Source: an optimization exercise on an open RTL-to-GDS flow (aim: small area, a short achievable clock period and few clock cycles). Production flows keep margins and buffers that such runs may drop. In this exercise RTL edits were held to simulation tests only and were not proved equivalent to the original. No activity file was given, so power comes from the tool's default toggle rates.

==> design.v <==
`timescale 1ns / 1ps
`default_nettype none
package ccks_pkg;
   localparam int REQ_DATA_W = 8;
   localparam int RSP_DATA_W = 64;
endpackage
`default_nettype wire
`timescale 1ns / 1ps
`default_nettype none
module ccks_upd (
   input  wire  [6:0] yh,
   input  wire  [6:0] yl,
   input  wire  [6:0] month,
   input  wire  [7:0] day,
   input  wire  [6:0] hour,
   input  wire  [6:0] minute,
   input  wire  [6:0] second,
   input  wire        row,
   input  wire  [3:0] col,
   input  wire        running,
   input  wire        op,
   input  wire  [4:0] key,
   output logic       ld_yh,
   output logic       ld_yl,
   output logic       ld_month,
   output logic       ld_day,
   output logic       ld_hour,
   output logic       ld_minute,
   output logic       ld_second,
   output logic       ld_cursor,
   output logic       ld_running,
   output logic [6:0] v_yh,
   output logic [6:0] v_yl,
   output logic [6:0] v_month,
   output logic [7:0] v_day,
   output logic [6:0] v_hour,
   output logic [6:0] v_minute,
   output logic [6:0] v_second,
   output logic       v_row,
   output logic [3:0] v_col,
   output logic       v_running,
   output logic       ychg
);
   logic [6:0] t_yh, t_yl, t_month, t_hour, t_minute, t_second;
   logic [7:0] t_day;
   logic       t_bump;
   logic [7:0] k_val;
   logic       w_yh, w_yl, w_month, w_day, w_hour, w_minute, w_second;
   logic [3:0] k_col;
   logic       k_row;
   logic       do_tick, do_key;
   logic       h_bad, s_c, m_c, h_c, inc;
   logic       m_long, m_short, m_feb, m_dec, m_bad, m_valid, leap;
   logic [7:0] lim, dd;
   logic       at_lim, past_lim, over, roll, bump;
   logic [3:0] m_next;
   always_comb begin
      h_bad = hour > 7'd23;
      s_c   = second >= 7'd59;
      m_c   = !h_bad && (minute > 7'd59 || (minute == 7'd59 && s_c));
      h_c   = !h_bad && hour == 7'd23 && m_c;
      inc   = h_bad || h_c;
      t_second = s_c ? 7'd0 : {1'b0, second[5:0] + 6'd1};
      if (h_bad)
         t_minute = {6'd0, s_c};
      else
         t_minute = m_c ? 7'd0 : {1'b0, minute[5:0] + {5'd0, s_c}};
      if (h_bad)
         t_hour = 7'd23;
      else
         t_hour = h_c ? 7'd0 : {2'd0, hour[4:0] + {4'd0, m_c}};
      m_long  = month == 7'd1 || month == 7'd3 || month == 7'd5 || month == 7'd7 ||
                month == 7'd8 || month == 7'd10;
      m_short = month == 7'd4 || month == 7'd6 || month == 7'd9 || month == 7'd11;
      m_feb   = month == 7'd2;
      m_dec   = month == 7'd12;
      m_bad   = month > 7'd12;
      m_valid = m_long || m_short || m_feb;
      leap    = yl[1:0] == 2'd0;
      lim     = (m_long || m_bad) ? 8'd31 : (m_short ? 8'd30 : (leap ? 8'd29 : 8'd28));
      dd       = day + {7'd0, inc};
      at_lim   = day == lim;
      past_lim = day > lim;
      over     = h_bad ? ((at_lim || past_lim) && day != 8'd255) : past_lim;
      roll     = h_c && at_lim;
      m_next   = month[3:0] + 4'd1;
      t_month = month;
      t_day   = dd;
      bump    = m_bad;
      if (m_valid || m_bad) begin
         if (over) begin
            t_day   = {6'd0, h_c, !h_c};
            t_month = m_bad ? 7'd1 : {3'd0, m_next};
         end else if (roll) begin
            t_day   = 8'd1;
            t_month = m_bad ? 7'd2 : {3'd0, m_next};
         end else begin
            t_month = m_bad ? 7'd1 : month;
         end
      end else if (m_dec && dd == 8'd32) begin
         t_day   = 8'd1;
         t_month = 7'd1;
         bump    = 1'b1;
      end
      t_bump = bump;
      t_yl = yl;
      t_yh = yh;
      if (bump) begin
         if (yl == 7'd99) begin
            t_yl = 7'd0;
            t_yh = (yh == 7'd99) ? 7'd0 : yh + 7'd1;
         end else begin
            t_yl = yl + 7'd1;
         end
      end
   end
   logic       is_digit;
   logic [3:0] digit;
   logic       s_yh, s_yl, s_month, s_day, s_hour, s_minute, s_second, tens;
   logic [7:0] v;
   logic [1:0] h;
   logic [3:0] t, o, a, b;
   always_comb begin
      is_digit = 1'b1;
      case (key)
         5'd1, 5'd2, 5'd3:   digit = key[3:0];
         5'd5, 5'd6, 5'd7:   digit = key[3:0] - 4'd1;
         5'd9, 5'd10, 5'd11: digit = key[3:0] - 4'd2;
         5'd14:              digit = 4'd0;
         default: begin
            digit    = 4'd0;
            is_digit = 1'b0;
         end
      endcase
   end
   assign s_yh     = !row && (col == 4'd6 || col == 4'd7);
   assign s_yl     = !row && (col == 4'd8 || col == 4'd9);
   assign s_month  = !row && (col == 4'd11 || col == 4'd12);
   assign s_day    = !row && (col == 4'd14 || col == 4'd15);
   assign s_hour   = row && (col == 4'd6 || col == 4'd7);
   assign s_minute = row && (col == 4'd9 || col == 4'd10);
   assign s_second = row && (col == 4'd12 || col == 4'd13);
   assign tens     = row ? (col == 4'd6 || col == 4'd9 || col == 4'd12)
                         : (col == 4'd6 || col == 4'd8 || col == 4'd11 || col == 4'd14);
   function automatic logic [9:0] to_bcd(input logic [7:0] x);
      logic [9:0] r;
      r = '0;
      for (int i = 7; i >= 0; i--) begin
         if (r[3:0] >= 4'd5) r[3:0] = r[3:0] + 4'd3;
         if (r[7:4] >= 4'd5) r[7:4] = r[7:4] + 4'd3;
         r = {r[8:0], x[i]};
      end
      to_bcd = r;
   endfunction
   always_comb begin
      v = ({8{s_yh}} & {1'b0, yh}) | ({8{s_yl}} & {1'b0, yl}) |
          ({8{s_month}} & {1'b0, month}) | ({8{s_day}} & day) |
          ({8{s_hour}} & {1'b0, hour}) | ({8{s_minute}} & {1'b0, minute}) |
          ({8{s_second}} & {1'b0, second});
      {h, t, o} = to_bcd(v);
      a   = tens ? digit : t;
      b   = tens ? o : digit;
      k_val = 8'd100 * {6'd0, h} + 8'd10 * {4'd0, a} + {4'd0, b};
   end
   assign w_yh     = is_digit && s_yh;
   assign w_yl     = is_digit && s_yl;
   assign w_month  = is_digit && s_month;
   assign w_day    = is_digit && s_day;
   assign w_hour   = is_digit && s_hour;
   assign w_minute = is_digit && s_minute;
   assign w_second = is_digit && s_second;
   assign k_col = (key == 5'd12) ? col + 4'd1 : ((key == 5'd13) ? col - 4'd1 : col);
   assign k_row = (key == 5'd4) ? ~row : row;
   assign do_tick = !op && running;
   assign do_key  = op && !running;
   always_comb begin
      ld_yh      = do_tick || (do_key && w_yh);
      ld_yl      = do_tick || (do_key && w_yl);
      ld_month   = do_tick || (do_key && w_month);
      ld_day     = do_tick || (do_key && w_day);
      ld_hour    = do_tick || (do_key && w_hour);
      ld_minute  = do_tick || (do_key && w_minute);
      ld_second  = do_tick || (do_key && w_second);
      ld_cursor  = do_key;
      ld_running = op && (key == 5'd15 || key == 5'd16);
      v_yh       = do_tick ? t_yh : k_val[6:0];
      v_yl       = do_tick ? t_yl : k_val[6:0];
      v_month    = do_tick ? t_month : k_val[6:0];
      v_day      = do_tick ? t_day : k_val;
      v_hour     = do_tick ? t_hour : k_val[6:0];
      v_minute   = do_tick ? t_minute : k_val[6:0];
      v_second   = do_tick ? t_second : k_val[6:0];
      v_row      = k_row;
      v_col      = k_col;
      v_running  = key == 5'd15;
      ychg       = (do_tick && t_bump) || (do_key && (w_yh || w_yl));
   end
endmodule
`default_nettype wire
`timescale 1ns / 1ps
`timescale 1ns / 1ps
`default_nettype none
module calendar_clock_with_keypad_setup_unit (
   input  wire                                clock,
   input  wire                                reset,
   input  wire                                req_tvalid,
   output logic                               req_tready,
   input  wire  [ccks_pkg::REQ_DATA_W-1:0]    req_tdata,   
   input  wire                                req_tuser,   
   output logic                               rsp_tvalid,
   input  wire                                rsp_tready,
   output logic [ccks_pkg::RSP_DATA_W-1:0]    rsp_tdata
);
   logic [6:0] yh, yl;
   logic [6:0] month;
   logic [7:0] day;
   logic [6:0] hour, minute, second;
   logic       row;
   logic [3:0] col;
   logic       running;
   logic [13:2] year;
   logic [13:0] year_sum;
   logic        ystale;
   logic       rsp_v;
   logic       q0_v, q1_v;
   logic [4:0] q0, q1, in_code;
   logic       out_free, fire, take, op, shown;
   logic [4:0] key;
   logic       ld_yh, ld_yl, ld_month, ld_day, ld_hour, ld_minute, ld_second;
   logic       ld_cursor, ld_running, ychg;
   logic [6:0] v_yh, v_yl, v_month, v_hour, v_minute, v_second;
   logic [7:0] v_day;
   logic       v_row, v_running;
   logic [3:0] v_col;
   ccks_upd u_upd (
      .yh (yh), .yl (yl), .month (month), .day (day),
      .hour (hour), .minute (minute), .second (second),
      .row (row), .col (col), .running (running), .op (op), .key (key),
      .ld_yh (ld_yh), .ld_yl (ld_yl), .ld_month (ld_month), .ld_day (ld_day),
      .ld_hour (ld_hour), .ld_minute (ld_minute), .ld_second (ld_second),
      .ld_cursor (ld_cursor), .ld_running (ld_running),
      .v_yh (v_yh), .v_yl (v_yl), .v_month (v_month), .v_day (v_day),
      .v_hour (v_hour), .v_minute (v_minute), .v_second (v_second),
      .v_row (v_row), .v_col (v_col), .v_running (v_running), .ychg (ychg)
   );
   assign req_tready = !q1_v;
   assign take       = req_tvalid && !q1_v;
   assign shown      = rsp_v && !ystale;
   assign out_free   = !rsp_v || (shown && rsp_tready);
   assign fire       = q0_v && out_free;
   assign in_code    = !req_tuser ? 5'd0 : (req_tdata[4:0] == 5'd0 ? 5'd8 : req_tdata[4:0]);
   assign op         = q0 != 5'd0;
   assign key        = q0;
   always_ff @(posedge clock) begin
      if (reset) begin
         rsp_v  <= 1'b0;
         ystale <= 1'b1;
         q0_v   <= 1'b0;
         q1_v   <= 1'b0;
      end else begin
         if (fire || out_free)
            rsp_v <= fire;
         ystale <= fire && ychg;
         q0_v   <= q1_v || take || (q0_v && !fire);
         q1_v   <= q0_v && !fire && (q1_v || take);
      end
      if (!q0_v || fire)
         q0 <= q1_v ? q1 : in_code;
      if (!q1_v)
         q1 <= in_code;
      year <= year_sum[13:2];
   end
   always_ff @(posedge clock) begin
      if (reset) begin
         yh      <= 7'd20;
         yl      <= 7'd1;
         month   <= 7'd2;
         day     <= 8'd28;
         hour    <= 7'd23;
         minute  <= 7'd59;
         second  <= 7'd57;
         row     <= 1'b0;
         col     <= 4'd15;
         running <= 1'b0;
      end else if (fire) begin
         if (ld_yh)      yh      <= v_yh;
         if (ld_yl)      yl      <= v_yl;
         if (ld_month)   month   <= v_month;
         if (ld_day)     day     <= v_day;
         if (ld_hour)    hour    <= v_hour;
         if (ld_minute)  minute  <= v_minute;
         if (ld_second)  second  <= v_second;
         if (ld_cursor) begin
            row <= v_row;
            col <= v_col;
         end
         if (ld_running) running <= v_running;
      end
   end
   assign year_sum   = 14'd100 * {7'd0, yh} + {7'd0, yl};
   assign rsp_tvalid = shown;
   assign rsp_tdata  = {7'd0, running, col, row, second, minute, hour, day, 1'b0, month, year, yl[1:0]};
endmodule
`default_nettype wire
==> flow/run.sh <==
#!/bin/bash
# The standard ORFS layout (the standard.sh) with three changes to how
# the layout is made:
#  - adders are left to ABC instead of being mapped to full- and half-adder
#    cells first (ADDER_MAP_FILE empty);
#  - ports are buffered with the smallest buffer cell;
#  - timing repair aims for 9.3 ns of setup slack at the 14 ns clock, so it
#    keeps working on paths the 14 ns constraint alone would leave as they are.
# Registers, their names and cell types are those of the standard synthesis.
# make's output goes to flow_make.log; each ORFS step keeps its own log under
# orfs/logs.
set -euo pipefail
bash standard.sh ADDER_MAP_FILE= \
  "BUFFER_PORTS_ARGS=-buffer_cell sky130_fd_sc_hd__buf_1" \
  SETUP_SLACK_MARGIN=9.3 finish > flow_make.log 2>&1
==> standard.sh <==
#!/bin/bash
# synth_recipe.tcl (not shown) runs the flow's synth.tcl, then flattens the netlist and writes it again
# the make line also repeats each setting of config.mk as NAME=value (left out here)
make -C /OpenROAD-flow-scripts/flow DESIGN_CONFIG=/design/flow/config.mk WORK_HOME=/design/flow/orfs CLKGATE_MAP_FILE= SYNTH_SCRIPT=/design/flow/synth_recipe.tcl "${@:-finish}"
==> config.mk <==
export PLATFORM = sky130hd
export DESIGN_NAME = calendar_clock_with_keypad_setup_unit
export DESIGN_NICKNAME = calendar_clock_with_keypad_setup_unit
export VERILOG_FILES = /design/flow/design.v
export SDC_FILE = /design/flow/constraint.sdc
export NUM_CORES = 4
export LEC_CHECK = 0
export ABC_AREA = 1
export CAP_MARGIN = 20
export CORE_MARGIN = 2
export CORE_UTILIZATION = 50
export CTS_BUF_LIST = sky130_fd_sc_hd__clkbuf_8
export CTS_CLUSTER_DIAMETER = 100
export CTS_CLUSTER_SIZE = 40
export SLEW_MARGIN = 20
==> constraint.sdc <==
create_clock -name core_clock -period 14.0 [get_ports {clock}]
set_input_delay 2.8000 -clock core_clock [delete_from_list [all_inputs] [get_ports {clock}]]
set_output_delay 2.8000 -clock core_clock [all_outputs]
set_load 0.01 [all_outputs]
==> reports/qor.yml, run 1 <==
worst_setup_path:
  r2r-start: "row"
  path_buf_inv: 3
  crit_cells: 9
  worstReg2RegEnd: "yh[1]"
  worstPathCellList: "buf_1 > a21oi_1 > nor2_1 > inv_2 > nor4_2 > inv_1 > a2111oi_0 > o21ai_0 > a21o_1"
  cp-end-kind: "flip-flop"
  worst-setup-path-type: "in2reg"
  cp-start-kind: "input port"
  path_max_fanout: 8
  slowest_delay_ns: 0.42
  crit_required_ns: 14.30
  rrSetupSlack_ns: 9.63
  crit_start: "rsp_tready"
  reg2reg_depth: 27
  slowest_stage: "a2111oi_0"
  arrival_ns: 4.76
  cpLargestDelayFamily: "compound AO/OA/AOI/OAI gates"
power:
  ir_drop_uv: 56.15
  power.leakage_nw: 3.329
  power_per_cell_area_mw_per_mm2: 99.81
synth:
  synth_area_leader_cell: "dfxtp_1"
  synthFlopType: "dfxtp_1"
  syn_inst: 1064
  synth_area_leaders: "dfxtp_1, nand2_1, inv_1"
  avgSynthCellArea_um2: 6.107
  synthDistinctLibCells: 54
  ys_async_sr_fraction: 0
  ys_ff_latch: 82
  syn_area_mm2: 0.006497
  synth_warnings: 2
  synth_edf_count: 5
  ys_seq_area_frac: 0.2604
  synth_top_cell_area_share: 0.2372
final_layout:
  antenna_cells: 0
  drive_above_1_share: 0.1199
  multi_input_comb_area_mm2: 0.004202
  fin_util: 0.5826
  final_cell_mix: "nand2_1, inv_1, nor2_1"
  finish.instance_area_mm2: 0.007382
  fill_cells: 1381
  nNetsFinal: 1142
  regArea_mm2: 0.001708
  syn_to_final_growth_pct: 13.61
  final_common_cell: "nand2_1"
placement:
  gp_congestion: 0.9541
  hpwl_mm: 14.66
  placement.cell_area_mm2: 0.006830
  port-buffer-count: 67
sta:
  fin_setup_tns_ns: 0
  slew-limit-headroom: 0.2654
  period_share: 0.3189
  drv_slew: 0
  fin_crit_ns: 4.465
  setup_viol: 0
  hold_viol_final: 0
  fin_skew_ns: 0.01670
  fin_hold_ws_ns: 0.4773
  worst_pin_slew_ns: 1.101
  fmax_mhz: 224.0
  rsz0062_at_grt: "false"
worst_hold_path:
  hold_class: "reg2reg"
  hp-start: "q1[3]"
  hold_end: "q1[3]"
  hold_path_depth: 2
clock_network:
  clock-sinks: 82
  cts_root_buf: "clkbuf_8"
  clockBufferDepth: 2
  tritoncts: "built"
  postCtsHoldBufs: 0
  clock_latency_ns: 0.39
  htree_levels: 3
  path_clk_slew_ns: 0.10
  cts_buffers: 9
run_status:
  status: "timing/DRC/antenna clean"
die:
  core_mm2: 0.01267
  rows: 41
  die_x_um: 118.0
  io_pins: 79
  die_h_um: 118.0
  start_util: 0.5128
  die_area_mm2: 0.01392
detailed_routing:
  dr.pass1.iters: 5
  vias: 7049
  drt_iter0_drc: 546
  via_per_inst: 5.397
  wl_per_cell_um: 15.11
  routed_wl_mm: 19.73
  drc_errors: 0
  ant_nets: 0
flow_run:
  drv_cap: 0
global_routing:
  grt_max_degree: 34
  grt_pass1_vias: 6148
  grt_pass1_wl_mm: 31.45
  track_usage: 0.2819
  antenna_found_initial: 0
  grt.overflow.total: 0
## worst min-delay path: stages (launching register included)
cell and delay [ns]:
dfxtp_1 0.32, nand2_1 0.04, o21ai_0 0.08
## registers in the layout, indices dropped and copies added (netlist names), 5 cells and up
signal and cells:
year 12, day 8, hour 7, minute 7, month 7, second 7
yh 7, yl 7, q0 5, q1 5
## what timing repair did
| action | 4_1_cts | 5_1_grt |
|---|---|---|
| buffers inserted | 0 | 12 |
| pin swaps | 0 | 12 |
| resized for setup | 2 | 50 |
| endpoints found under the setup margin | 3 | 50 |
## cells by family (layout without fill, tap and decap cells)
family	Yosys count	count (layout)	synth area share
compound gates	225	225	0.2020
buf+inv	197	260	0.1223
simple gates	528	528	0.3730
flops	82	82	0.2604
other cells	1	8	0.0005771
xor+xnor	31	31	0.04179
## final cells by class
type | count | share of cell area
tap | 172 | 0.02915
clock inverter | 7 | 0.01915
clock buffer | 9 | 0.01678
inverter | 162 | 0.08373
sequential | 82 | 0.2314
multi-input combinational | 792 | 0.5692
timing repair buffer | 82 | 0.05068
## report_power, final
part,leakage [nW],switching [mW],internal (mW)
Clock,0.135,0.0970,0.137
Sequential,0.681,0.00592,0.240
Combinational,2.51,0.181,0.0764
## cell usage after synthesis, types with 5 or more instances
cell / number
nand2_1: 263
inv_1: 146
nor2_1: 106
o21ai_0: 93
dfxtp_1: 77
nand3_1: 64
a21oi_1: 62
nand2_2: 22
xor2_1: 22
clkbuf_1: 19
a31oi_1: 18
nand4_1: 15
nor3_1: 14
buf_4: 13
inv_2: 12
xnor2_1: 9
a21oi_2: 8
nand3_2: 8
o211ai_1: 8
o21ai_1: 7
a221oi_1: 6
edfxtp_1: 5
nand2_4: 5
nor2_2: 5
## how the worst max path moves through the flow
stage	endpoint	slack, ns
floorplan	col[3]	9.46
global placement	col[3]	8.79
detailed placement	col[3]	8.80
CTS	hour[1]	9.34
global route	second[5]	9.23
finish	col[3]	9.53
## stage by stage
step                      cells  setup WS (ns)  power, mW
after global placement     1278          8.786     0.4804
after floorplan            1071          9.456     0.4145
after global routing       1306          9.227     0.7762
final                      1306          9.535     0.7368
after detailed placement   1278          8.804     0.4815
after CTS                  1294          9.340     0.7156
## layer usage
metal / vias up / global-route usage / part of all wire / wire length (um)
met5: - / 0 / 0 / 0
met3: 34 / 0.03585 / 0.059 / 1156
met4: 0 / 0.1062 / 0.025 / 490
met2: 230 / 0.4379 / 0.44 / 8690
met1: 3194 / 0.3981 / 0.48 / 9392
li1: 3591 / - / - / -
Testbench counts, summed over its fixed seeds: cycles 40,661.
==> inputs of run 2 (changes only) <==
--- a/flow/run.sh
+++ b/flow/run.sh
@@ -5,5 +5,5 @@
 #    cells first (ADDER_MAP_FILE empty);
 #  - ports are buffered with the smallest buffer cell;
-#  - timing repair aims for 9.3 ns of setup slack at the 14 ns clock, so it
+#  - timing repair aims for 9.5 ns of setup slack at the 14 ns clock, so it
 #    keeps working on paths the 14 ns constraint alone would leave as they are.
 # Registers, their names and cell types are those of the standard synthesis.
@@ -13,3 +13,3 @@
 bash standard.sh ADDER_MAP_FILE= \
   "BUFFER_PORTS_ARGS=-buffer_cell sky130_fd_sc_hd__buf_1" \
-  SETUP_SLACK_MARGIN=9.3 finish > flow_make.log 2>&1
+  SETUP_SLACK_MARGIN=9.5 finish > flow_make.log 2>&1
==> reports/qor.yml, run 2 <==
run_status:
  status: "timing/DRC/antenna clean"
detailed_routing:
  routed_wl_mm: 19.59  # -0.70%
  ant_nets: 0  # unchanged
  dr.pass1.iters: 5  # unchanged
  drc_errors: 0  # unchanged
  vias: 7037  # -0.17%
  wl_per_cell_um: 14.86  # -1.6%
  drt_iter0_drc: 486  # -11%
  via_per_inst: 5.339  # -1.1%
synth:
  synthDistinctLibCells: 54  # unchanged
  synth_area_leader_cell: "dfxtp_1"
  ys_async_sr_fraction: 0  # unchanged
  synth_edf_count: 5  # unchanged
  synth_area_leaders: "dfxtp_1, nand2_1, inv_1"
  synthTopCellsByCount: "nand2_1, inv_1, nor2_1"
  avgSynthCellArea_um2: 6.107  # unchanged
  syn_area_mm2: 0.006497  # unchanged
  ys_ff_latch: 82  # unchanged
  synth_top_cell_area_share: 0.2372  # unchanged
  ys_seq_area_frac: 0.2604  # unchanged
  syn_inst: 1064  # unchanged
  synthFlopType: "dfxtp_1"
  synth_warnings: 2  # unchanged
  synth.most_common_cell: "nand2_1"
global_routing:
  grt_pass1_vias: 6133  # -0.24%
  antenna_found_initial: 0  # unchanged
  track_usage: 0.2767  # -0.005168
  grt.overflow.total: 0  # unchanged
  grt_pass1_wl_mm: 30.91  # -1.7%
  grt_max_degree: 34  # unchanged
clock_network:
  clockBufferDepth: 2  # unchanged
  cts_root_buf: "clkbuf_8"
  path_clk_slew_ns: 0.09  # about the same
  htree_levels: 3  # unchanged
  postCtsHoldBufs: 0  # unchanged
  tritoncts: "built"
  cts_buffers: 9  # unchanged
  clock-sinks: 82  # unchanged
  clock_latency_ns: 0.39  # about the same
die:
  die_h_um: 118.0  # unchanged
  start_util: 0.5128  # unchanged
  core_mm2: 0.01267  # unchanged
  io_pins: 79  # unchanged
  die_x_um: 118.0  # unchanged
  die_area_mm2: 0.01392  # unchanged
  rows: 41  # unchanged
sta:
  rsz0062_at_grt: "true"
  hold_viol_final: 0  # unchanged
  drv_slew: 0  # unchanged
  fin_skew_ns: 0.01542  # -0.001283 ns
  fin_hold_ws_ns: 0.4766  # -0.0006730 ns
  fin_setup_tns_ns: 0  # unchanged
  slew-limit-headroom: 0.2581  # -0.007251
  fin_crit_ns: 4.325  # -0.1404 ns
  worst_pin_slew_ns: 1.112  # +0.01086 ns
  setup_viol: 0  # unchanged
  period_share: 0.3089  # -0.01003
  fmax_mhz: 231.2  # +3.2%
power:
  power_per_cell_area_mw_per_mm2: 93.86  # -6.0%
  ir_drop_uv: 63.46  # +13%
  power.leakage_nw: 3.394  # +1.9%
  power_uw: 707.9  # -3.9%
final_layout:
  top_register: "year"
  fin_util: 0.5952  # +0.01264
  finish.instance_area_mm2: 0.007542  # +2.2%
  nNetsFinal: 1154  # +1.1%
  largest_reg_flops: 12  # unchanged
  final_cell_mix: "nand2_1, inv_1, nor2_1"
  syn_to_final_growth_pct: 16.08
  final_common_cell: "nand2_1"
  drive_above_1_share: 0.1492  # +0.02929
  antenna_cells: 0  # unchanged
  fill_cells: 1352  # -2.1%
  largest_registers: "year: 12 flops, day: 8 flops"
placement:
  gp_congestion: 0.9447  # -0.99%
  placement.cell_area_mm2: 0.006837  # about the same
  port-buffer-count: 67  # unchanged
  hpwl_mm: 14.55  # -0.75%
worst_setup_path:
  path_max_fanout: 16  # +8
  cp-start-kind: "input port"
  worst-setup-path-type: "in2reg"
  worstPathCellList: "buf_1 > a21oi_1 > nor2_2 > clkinv_2 > nor2_1 > o21ai_0 > inv_1 > a21oi_2"
  cp-end-kind: "flip-flop"
  crit_required_ns: 14.27  # -0.03 ns
  slowest_delay_ns: 0.75  # +0.33 ns
  slowest_stage: "nor2_1"
  arrival_ns: 4.60  # -0.16 ns
flow_run:
  drv_cap: 0  # unchanged
worst_hold_path:
  hold_class: "reg2reg"
==> run 2: cell counts after synthesis <==
Identical to the previous run, type by type.
==> run 2: worst paths after layout <==
kind / endpoint / depth (start not counted) / slack (ns) / from
setup reg to reg: second[5] / 40 / 9.83 / col[2]
hold / removal: q1[4] / 2 / 0.48 / q1[4]
hold reg to reg: q1[4] / 2 / 0.48 / q1[4]
setup / recovery: day[6] / 8 / 9.68 / rsp_tready
==> run 2: power breakdown <==
group          internal [mW]  switching (mW)  total [mW]
combinational         0.0770           0.183       0.260
sequential             0.240         0.00598       0.246
clock                  0.104          0.0983       0.202
==> run 2: cell families after synthesis <==
group / Yosys count / share of synthesized area
flops: 82 / 0.2604
other cells: 1 / 0.0005771
buf+inv: 197 / 0.1223
xor+xnor: 31 / 0.04179
simple gates: 528 / 0.3730
compound gates: 225 / 0.2020
==> run 2: cell type report <==
cell class | instances | area, um^2 | area share
Inverter | 162 | 631.9 | 0.08378
Clock buffer | 9 | 123.9 | 0.01642
Tap cell | 172 | 215.2 | 0.02853
Timing Repair Buffer | 94 | 451.7 | 0.05989
Sequential cell | 82 | 1710 | 0.2268
Multi-Input combinational cell | 792 | 4302 | 0.5703
Clock inverter | 7 | 107.6 | 0.01427
==> run 2: what timing repair did <==
action	4_1_cts	5_1_grt
setup buffers	0	24
pin swaps	0	24
gates resized for setup	8	76
endpoints found under the setup margin	40	46
==> run 2: metrics by stage <==
stage | setup WS, ns | std cells
6_report | 9.675 | 1318
5_1_grt | 9.448 | 1318
4_1_cts | 9.501 | 1294
3_5_place_dp | 8.910 | 1278
3_3_place_gp | 8.962 | 1278
2_1_floorplan | 9.536 | 1071
==> run 2: worst max-delay path, delay by kind of cell <==
| kind | cells | cell delay [ns] |
|---|---|---|
| simple gates | 2 | 0.99 |
| compound gates | 3 | 0.40 |
| buf+inv | 3 | 0.40 |
==> run 2: layer usage <==
layer / up-vias / GRT usage / share of wire
li1: 3620 / - / -
met3: 42 / 0.05911 / 0.069
met4: 0 / 0.1160 / 0.032
met5: - / 0 / 0
met2: 246 / 0.4273 / 0.44
met1: 3129 / 0.3735 / 0.46
==> inputs of run 3 (changes only) <==
--- a/config.mk
+++ b/config.mk
@@ -9,5 +9,5 @@
 export CAP_MARGIN = 20
 export CORE_MARGIN = 2
-export CORE_UTILIZATION = 50
+export CORE_UTILIZATION = 40
 export CTS_BUF_LIST = sky130_fd_sc_hd__clkbuf_8
 export CTS_CLUSTER_DIAMETER = 100
==> reports/qor.yml, run 3 <==
worst_setup_path:
  cp-start-kind: "input port"
  crit_required_ns: 14.29  # +0.02 ns
  arrival_ns: 4.52  # -0.08 ns
  cp-end-kind: "flip-flop"
  path_max_fanout: 8  # -8
  worst-setup-path-type: "in2reg"
placement:
  port-buffer-count: 67  # unchanged
  gp_congestion: 0.9064  # -4.1%
  hpwl_mm: 15.02  # +3.2%
  dp.cells: 1323  # +3.5%
global_routing:
  grt_pass1_wl_mm: 32.15  # +4.0%
  track_usage: 0.2302  # -0.04658
  grt_pass1_vias: 6120  # -0.21%
  grt_max_degree: 34  # unchanged
  antenna_found_initial: 0  # unchanged
  grt.overflow.total: 0  # unchanged
final_layout:
  antenna_cells: 0  # unchanged
  largest_reg_flops: 12  # unchanged
  drive_above_1_share: 0.1371  # -0.01210
  final_common_cell: "nand2_1"
  top_register: "year"
  final_cell_mix: "nand2_1, inv_1, nor2_1"
  syn_to_final_growth_pct: 15.56
  fin_util: 0.4727  # -0.1226
  largest_registers: "year: 12 flops, day: 8 flops"
  fill_cells: 1748  # +29%
  fin_cells: 1361  # +3.3%
  nNetsFinal: 1153  # -0.087%
sta:
  period_share: 0.3025  # -0.006460
  rsz0062_at_grt: "false"
  hold_viol_final: 0  # unchanged
  slew-limit-headroom: 0.2733  # +0.01515
  fin_skew_ns: 0.01551  # +0.00008900 ns
  fmax_mhz: 236.2  # +2.1%
  setup_viol: 0  # unchanged
  fin_setup_tns_ns: 0  # unchanged
  fin_crit_ns: 4.234  # -0.09044 ns
  drv_slew: 0  # unchanged
  worst_pin_slew_ns: 1.089  # -0.02270 ns
die:
  die_x_um: 131.5  # +11%
  core_mm2: 0.01589  # +25%
  die_area_mm2: 0.01728  # +24%
  rows: 46  # +12%
  io_pins: 79  # unchanged
  start_util: 0.4090  # -0.1038
  die_h_um: 131.5  # +11%
run_status:
  status: "timing/DRC/antenna clean"
power:
  p_sw_uw: 290.8  # +1.4%
  power_frac_clock: 0.261  # -0.025
  power_per_cell_area_mw_per_mm2: 92.02  # -2.0%
  sequentialPowerShare: 0.355  # +0.008
  ir_drop_uv: 59.73  # -5.9%
  p_int_uw: 400.1  # -5.0%
  switching_share: 0.4209  # +0.01565
  power.leakage_nw: 3.351  # -1.3%
  p_comb_frac: 0.384  # +0.017
flow_run:
  drv_cap: 0  # unchanged
synth:
  avgSynthCellArea_um2: 6.107  # unchanged
  synth_warnings: 2  # unchanged
  ys_ff_latch: 82  # unchanged
  synth_area_leader_cell: "dfxtp_1"
  synthDistinctLibCells: 54  # unchanged
  ys_async_sr_fraction: 0  # unchanged
  synth.most_common_cell: "nand2_1"
  synthTopCellsByCount: "nand2_1, inv_1, nor2_1"
  syn_area_mm2: 0.006497  # unchanged
  ys_seq_area_frac: 0.2604  # unchanged
  synthFlopType: "dfxtp_1"
  syn_inst: 1064  # unchanged
  synth_area_leaders: "dfxtp_1, nand2_1, inv_1"
  synth_edf_count: 5  # unchanged
  synth_top_cell_area_share: 0.2372  # unchanged
detailed_routing:
  wl_per_cell_um: 14.92  # +0.38%
  dr.pass1.iters: 5  # unchanged
  vias: 7042  # +0.071%
  routed_wl_mm: 20.31  # +3.7%
  via_per_inst: 5.174  # -3.1%
  drt_iter0_drc: 467  # -3.9%
  ant_nets: 0  # unchanged
  drc_errors: 0  # unchanged
clock_network:
  clock-sinks: 82  # unchanged
  path_clk_slew_ns: 0.09  # about the same
  clock_latency_ns: 0.39  # about the same
  tritoncts: "built"
  cts_root_buf: "clkbuf_8"
  postCtsHoldBufs: 0  # unchanged
  cts_buffers: 9  # unchanged
  clockBufferDepth: 2  # unchanged
  htree_levels: 3  # unchanged
worst_hold_path:
  hold_class: "reg2reg"
run 3: cell count changes in the layout (fill, tap and decap cells not counted), moves of 3 or more:
cell / change
inv_4: -3
nand3_2: -6
nand3_4: +4
nand2_1: +6
nand2_2: -5
dfxtp_2: -3
inv_2: +4
run 3: cells by family (layout without fill, tap and decap cells):
logic type	Yosys count	count (layout)	synth area share
xor+xnor	31	31	0.04179
compound gates	225	225	0.2020
simple gates	528	528	0.3730
buf+inv	197	271	0.1223
other cells	1	8	0.0005771
flops	82	82	0.2604
run 3: power groups by stage:
stage / Clock (mW) / Combinational, mW / Sequential [mW]
floorplan: 0 / 0.164 / 0.250
finish: 0.180 / 0.265 / 0.245
detailed placement: 0 / 0.229 / 0.252
CTS: 0.185 / 0.232 / 0.246
global placement: 0 / 0.229 / 0.252
global route: 0.195 / 0.290 / 0.247
run 3: worst max-delay path, cell delays in order:
cell and delay (ns):
buf_1 0.07, a21oi_1 0.12, nor2_4 0.20, clkinv_2 0.20, nor4_2 0.34, inv_1 0.17, a2111oi_2 0.28, o21ai_0 0.13
a21o_1 0.21
run 3: path summary, 6_finish.rpt:
path	start	end	slack, ns	depth (start not counted)
worst min register to register	q1[0]	q1[0]	0.49	2
worst max register to register	col[2]	second[5]	9.81	40
worst max-delay path	rsp_tready	col[3]	9.77	9
worst min-delay path	q1[0]	q1[0]	0.49	2
run 3: layout make-up:
| cell class | instances | area [um^2] | area share |
|---|---|---|---|
| Multi-Input combinational cell | 792 | 4270 | 0.5687 |
| Sequential cell | 82 | 1710 | 0.2278 |
| Inverter | 162 | 620.6 | 0.08265 |
| Timing Repair Buffer | 93 | 444.2 | 0.05916 |
| Tap cell | 216 | 270.3 | 0.03599 |
| Clock buffer | 9 | 123.9 | 0.01650 |
| Clock inverter | 7 | 68.82 | 0.009165 |
run 3: stage by stage:
stage	setup WS (ns)	hold WS [ns]	total power [mW]	area, um^2
final	9.766	0.4896	0.6910	7508
after global routing	9.418	0.5309	0.7313	7508
after CTS	9.511	0.4968	0.6627	7106
after detailed placement	8.779	0.4751	0.4808	6899
after global placement	8.849	0.4582	0.4809	6899
after floorplan	9.536	0.4266	0.4147	6530
run 3: timing repair:
| item | 4_1_cts | 5_1_grt |
|---|---|---|
| resized for setup | 6 | 63 |
| setup endpoints to repair | 34 | 48 |
| pin swaps | 0 | 19 |
| buffers inserted | 0 | 22 |
run 3: routing by layer:
layer  routed length (um)  track usage
met3                 1261      0.03781
met1                 9588       0.3228
met2                 9033       0.3610
met4                  424      0.07246
met5                    0            0
==> inputs of run 4 (changes only) <==
--- a/flow/run.sh
+++ b/flow/run.sh
@@ -5,5 +5,5 @@
 #    cells first (ADDER_MAP_FILE empty);
 #  - ports are buffered with the smallest buffer cell;
-#  - timing repair aims for 9.5 ns of setup slack at the 14 ns clock, so it
+#  - timing repair aims for 9.6 ns of setup slack at the 14 ns clock, so it
 #    keeps working on paths the 14 ns constraint alone would leave as they are.
 # Registers, their names and cell types are those of the standard synthesis.
@@ -13,3 +13,3 @@
 bash standard.sh ADDER_MAP_FILE= \
   "BUFFER_PORTS_ARGS=-buffer_cell sky130_fd_sc_hd__buf_1" \
-  SETUP_SLACK_MARGIN=9.5 finish > flow_make.log 2>&1
+  SETUP_SLACK_MARGIN=9.6 finish > flow_make.log 2>&1
--- a/config.mk
+++ b/config.mk
@@ -9,5 +9,5 @@
 export CAP_MARGIN = 20
 export CORE_MARGIN = 2
-export CORE_UTILIZATION = 40
+export CORE_UTILIZATION = 50
 export CTS_BUF_LIST = sky130_fd_sc_hd__clkbuf_8
 export CTS_CLUSTER_DIAMETER = 100
==> reports/qor.yml, run 4 <==
final_layout:
  final_cell_mix: "nand2_1, inv_1, nor2_1"
  syn_to_final_growth_pct: 19.62
  top_register: "year"
  final_common_cell: "nand2_1"
  multi_input_comb_area_mm2: 0.004474  # +4.8%
  nNetsFinal: 1164  # +0.95%
  fill_cells: 1286  # -26%
  drive_above_1_share: 0.1817  # +0.04454
  largest_registers: "year: 12 flops, day: 8 flops"
  regArea_mm2: 0.001710  # unchanged
  antenna_cells: 0  # unchanged
  largest_reg_flops: 12  # unchanged
clock_network:
  clock_latency_ns: 0.39  # about the same
  clockBufferDepth: 2  # unchanged
  htree_levels: 3  # unchanged
  postCtsHoldBufs: 0  # unchanged
  cts_buffers: 9  # unchanged
  clock-sinks: 82  # unchanged
  cts_root_buf: "clkbuf_8"
  tritoncts: "built"
  path_clk_slew_ns: 0.09  # about the same
synth:
  synth_area_leaders: "dfxtp_1, nand2_1, inv_1"
  synth_warnings: 2  # unchanged
  synth.most_common_cell: "nand2_1"
  ys_seq_area_frac: 0.2604  # unchanged
  synth_area_leader_cell: "dfxtp_1"
  synthDistinctLibCells: 54  # unchanged
  syn_area_mm2: 0.006497  # unchanged
  ys_async_sr_fraction: 0  # unchanged
  syn_inst: 1064  # unchanged
  synth_top_cell_area_share: 0.2372  # unchanged
  ys_ff_latch: 82  # unchanged
  synthTopCellsByCount: "nand2_1, inv_1, nor2_1"
  synth_edf_count: 5  # unchanged
  synthFlopType: "dfxtp_1"
  avgSynthCellArea_um2: 6.107  # unchanged
power:
  switching_share: 0.4185  # -0.002393
  power_frac_clock: 0.258  # -0.003
  sequentialPowerShare: 0.332  # -0.023
  p_sw_uw: 309.8  # +6.5%
  ir_drop_uv: 58.37  # -2.3%
  power.leakage_nw: 3.471  # +3.6%
  p_int_uw: 430.4  # +7.6%
  power_per_cell_area_mw_per_mm2: 95.24  # +3.5%
  p_comb_frac: 0.410  # +0.026
worst_setup_path:
  worst-setup-path-type: "reg2reg"
  cpLargestDelayFamily: "simple AND/OR/NAND/NOR gates"
  cp-end-kind: "flip-flop"
  crit_required_ns: 14.32  # +0.03 ns
  crit_start: "col[2]"
  slowest_stage: "dfxtp_4"
  rrSetupSlack_ns: 9.76  # -0.05 ns
  r2r-start: "col[2]"
  cp-start-kind: "flip-flop"
  path_buf_inv: 4  # +1
  worstReg2RegEnd: "second[5]"
  reg2reg_depth: 40  # unchanged
  slowest_delay_ns: 0.44  # +0.10 ns
  crit_top_cell: "nand2_2"
  path_max_fanout: 7  # -1
  arrival_ns: 4.56  # +0.04 ns
worst_hold_path:
  hold_path_depth: 2  # unchanged
  hp-start: "q1[0]"
  hold_class: "reg2reg"
  hold_end: "q1[0]"
die:
  io_pins: 79  # unchanged
  die_x_um: 118.0  # -10%
  start_util: 0.5128  # +0.1038
  core_mm2: 0.01267  # -20%
  rows: 41  # -11%
  die_area_mm2: 0.01392  # -19%
  die_h_um: 118.0  # -10%
flow_run:
  drv_cap: 0  # unchanged
sta:
  rsz0062_at_grt: "true"
  fin_setup_tns_ns: 0  # unchanged
  fin_crit_ns: 4.239  # +0.004980 ns
  hold_viol_final: 0  # unchanged
  fin_skew_ns: 0.01055  # -0.004958 ns
  worst_pin_slew_ns: 1.074  # -0.01532 ns
  setup_viol: 0  # unchanged
  fmax_mhz: 235.9  # -0.12%
  period_share: 0.3028  # +0.0003557
  slew-limit-headroom: 0.2835  # +0.01022
  fin_hold_ws_ns: 0.4899  # +0.0002350 ns
  drv_slew: 0  # unchanged
detailed_routing:
  routed_wl_mm: 20.49  # +0.89%
  via_per_inst: 5.426  # +4.9%
  drt_iter0_drc: 634  # +36%
  wl_per_cell_um: 15.43  # +3.4%
  vias: 7206  # +2.3%
  ant_nets: 0  # unchanged
  drc_errors: 0  # unchanged
  dr.pass1.iters: 6  # +1
global_routing:
  track_usage: 0.2867  # +0.05656
  antenna_found_initial: 0  # unchanged
  grt_pass1_vias: 6167  # +0.77%
  grt_pass1_wl_mm: 31.91  # -0.75%
  grt_max_degree: 34  # unchanged
  grt.overflow.total: 0  # unchanged
placement:
  hpwl_mm: 14.77  # -1.7%
  port-buffer-count: 67  # unchanged
  gp_congestion: 0.9514  # +5.0%
run_status:
  status: "timing/DRC/antenna clean"
## run 4: cell types whose count changed in the layout (fill, tap and decap cells not counted), moves of 4 or more
cell	change
inv_1	-4
nand2_2	+11
nand2_4	+9
nand2_1	-20
nand3_2	+8
nand3_1	-9
buf_4	+8
## run 4: area by class of cell
cell class,instances,area share
clock inverters,5,0.007727
multi-input cells,792,0.5757
clock buffers,11,0.01948
well taps,172,0.02769
flip-flops and latches,82,0.2201
inverters,162,0.08017
repair buffers,104,0.06922
## run 4: worst min-delay path, stage by stage (launching register included)
cell	delay, ns
dfxtp_1	0.33
nand2_1	0.05
o21ai_0	0.08
## run 4: worst max path at each step
| stage | to | slack [ns] | cells after the start |
|---|---|---|---|
| after floorplan | col[3] | 9.63 | 8 |
| after CTS | second[5] | 9.61 | 39 |
| after global routing | day[7] | 9.42 | 33 |
| after detailed placement | hour[1] | 9.03 | 9 |
| final | second[5] | 9.76 | 40 |
| after global placement | hour[1] | 9.00 | 9 |
## run 4: power groups by stage
stage,sequential [mW],clock (mW),combinational [mW]
floorplan,0.250,0,0.164
global placement,0.252,0,0.228
detailed placement,0.252,0,0.228
CTS,0.246,0.195,0.240
global route,0.247,0.204,0.328
finish,0.246,0.191,0.303
## run 4: what timing repair did
action	4_1_cts	5_1_grt
buffers inserted	3	31
setup endpoints to repair	47	47
resized for setup	21	106
cloned	0	0
pin swaps	4	48
## run 4: kinds of logic after synthesis
| logic type | after synthesis | share of synthesized area |
|---|---|---|
| and+or+nand+nor | 528 | 0.3730 |
| xor gates and xnor gates | 31 | 0.04179 |
| buffers and inverters | 197 | 0.1223 |
| DFF | 82 | 0.2604 |
| other | 1 | 0.0005771 |
| AOI/OAI and AO/OA | 225 | 0.2020 |
## run 4: layer usage
metal  routed length (um)  track usage  vias to the layer above
met4                  610      0.09413                        0
met1                 9325       0.3990                     3278
li1                     -            -                     3630
met5                    0            0                        -
met3                 1431      0.05766                       42
met2                 9121       0.4433                      256
## run 4: metrics by stage
step / utilization / instances / total power, mW / area (um^2) / worst slack [ns]
finish: 0.6134 / 1328 / 0.7402 / 7772 / 9.761
global route: 0.6134 / 1328 / 0.7784 / 7772 / 9.415
CTS: 0.5635 / 1297 / 0.6808 / 7141 / 9.609
detailed placement: 0.5397 / 1278 / 0.4799 / 6839 / 9.027
global placement: 0.5397 / 1278 / 0.4797 / 6839 / 9.002
floorplan: - / 1071 / 0.4148 / 6533 / 9.635

## what the ideal ports hide
How much do the figures lean on ideal ports? The routed layouts below were timed once more, with nothing changed but the port constraints.
Step 1 assumes that a clkbuf_16 drives the clock port and a buf_2 every other input.
Step 2 times the ports against the registers' clock, not the clock port: input delays grow and output delays shrink by t, the midpoint of the rising clock arrivals with the driver on.
a / b / c = ideal ports / drivers / drivers and shift; a / b = the first two.
| run | t, ns | slack for setup (ns) | hold WS [ns] | worst setup path at the end | pins driven straight from the clock port |
|---|---|---|---|---|---|
| run 1 | 0.423 | 9.535 / 9.555 / 9.131 | 0.477 / 0.477 / 0.477 | input to register | 1 |
| run 2 | 0.415 | 9.675 / 9.686 / 9.270 | 0.477 / 0.477 / 0.477 | input to register | 1 |
| run 3 | 0.418 | 9.766 / 9.779 / 9.360 | 0.490 / 0.490 / 0.490 | input to register | 1 |
| run 4 | 0.423 | 9.761 / 9.761 / 9.359 | 0.490 / 0.490 / 0.490 | input to register | 1 |
After both steps setup and hold are still met in every run listed. The setup slack of run 3, which loses most, moves by +0.013 ns with the drivers and by -0.406 ns with both steps.
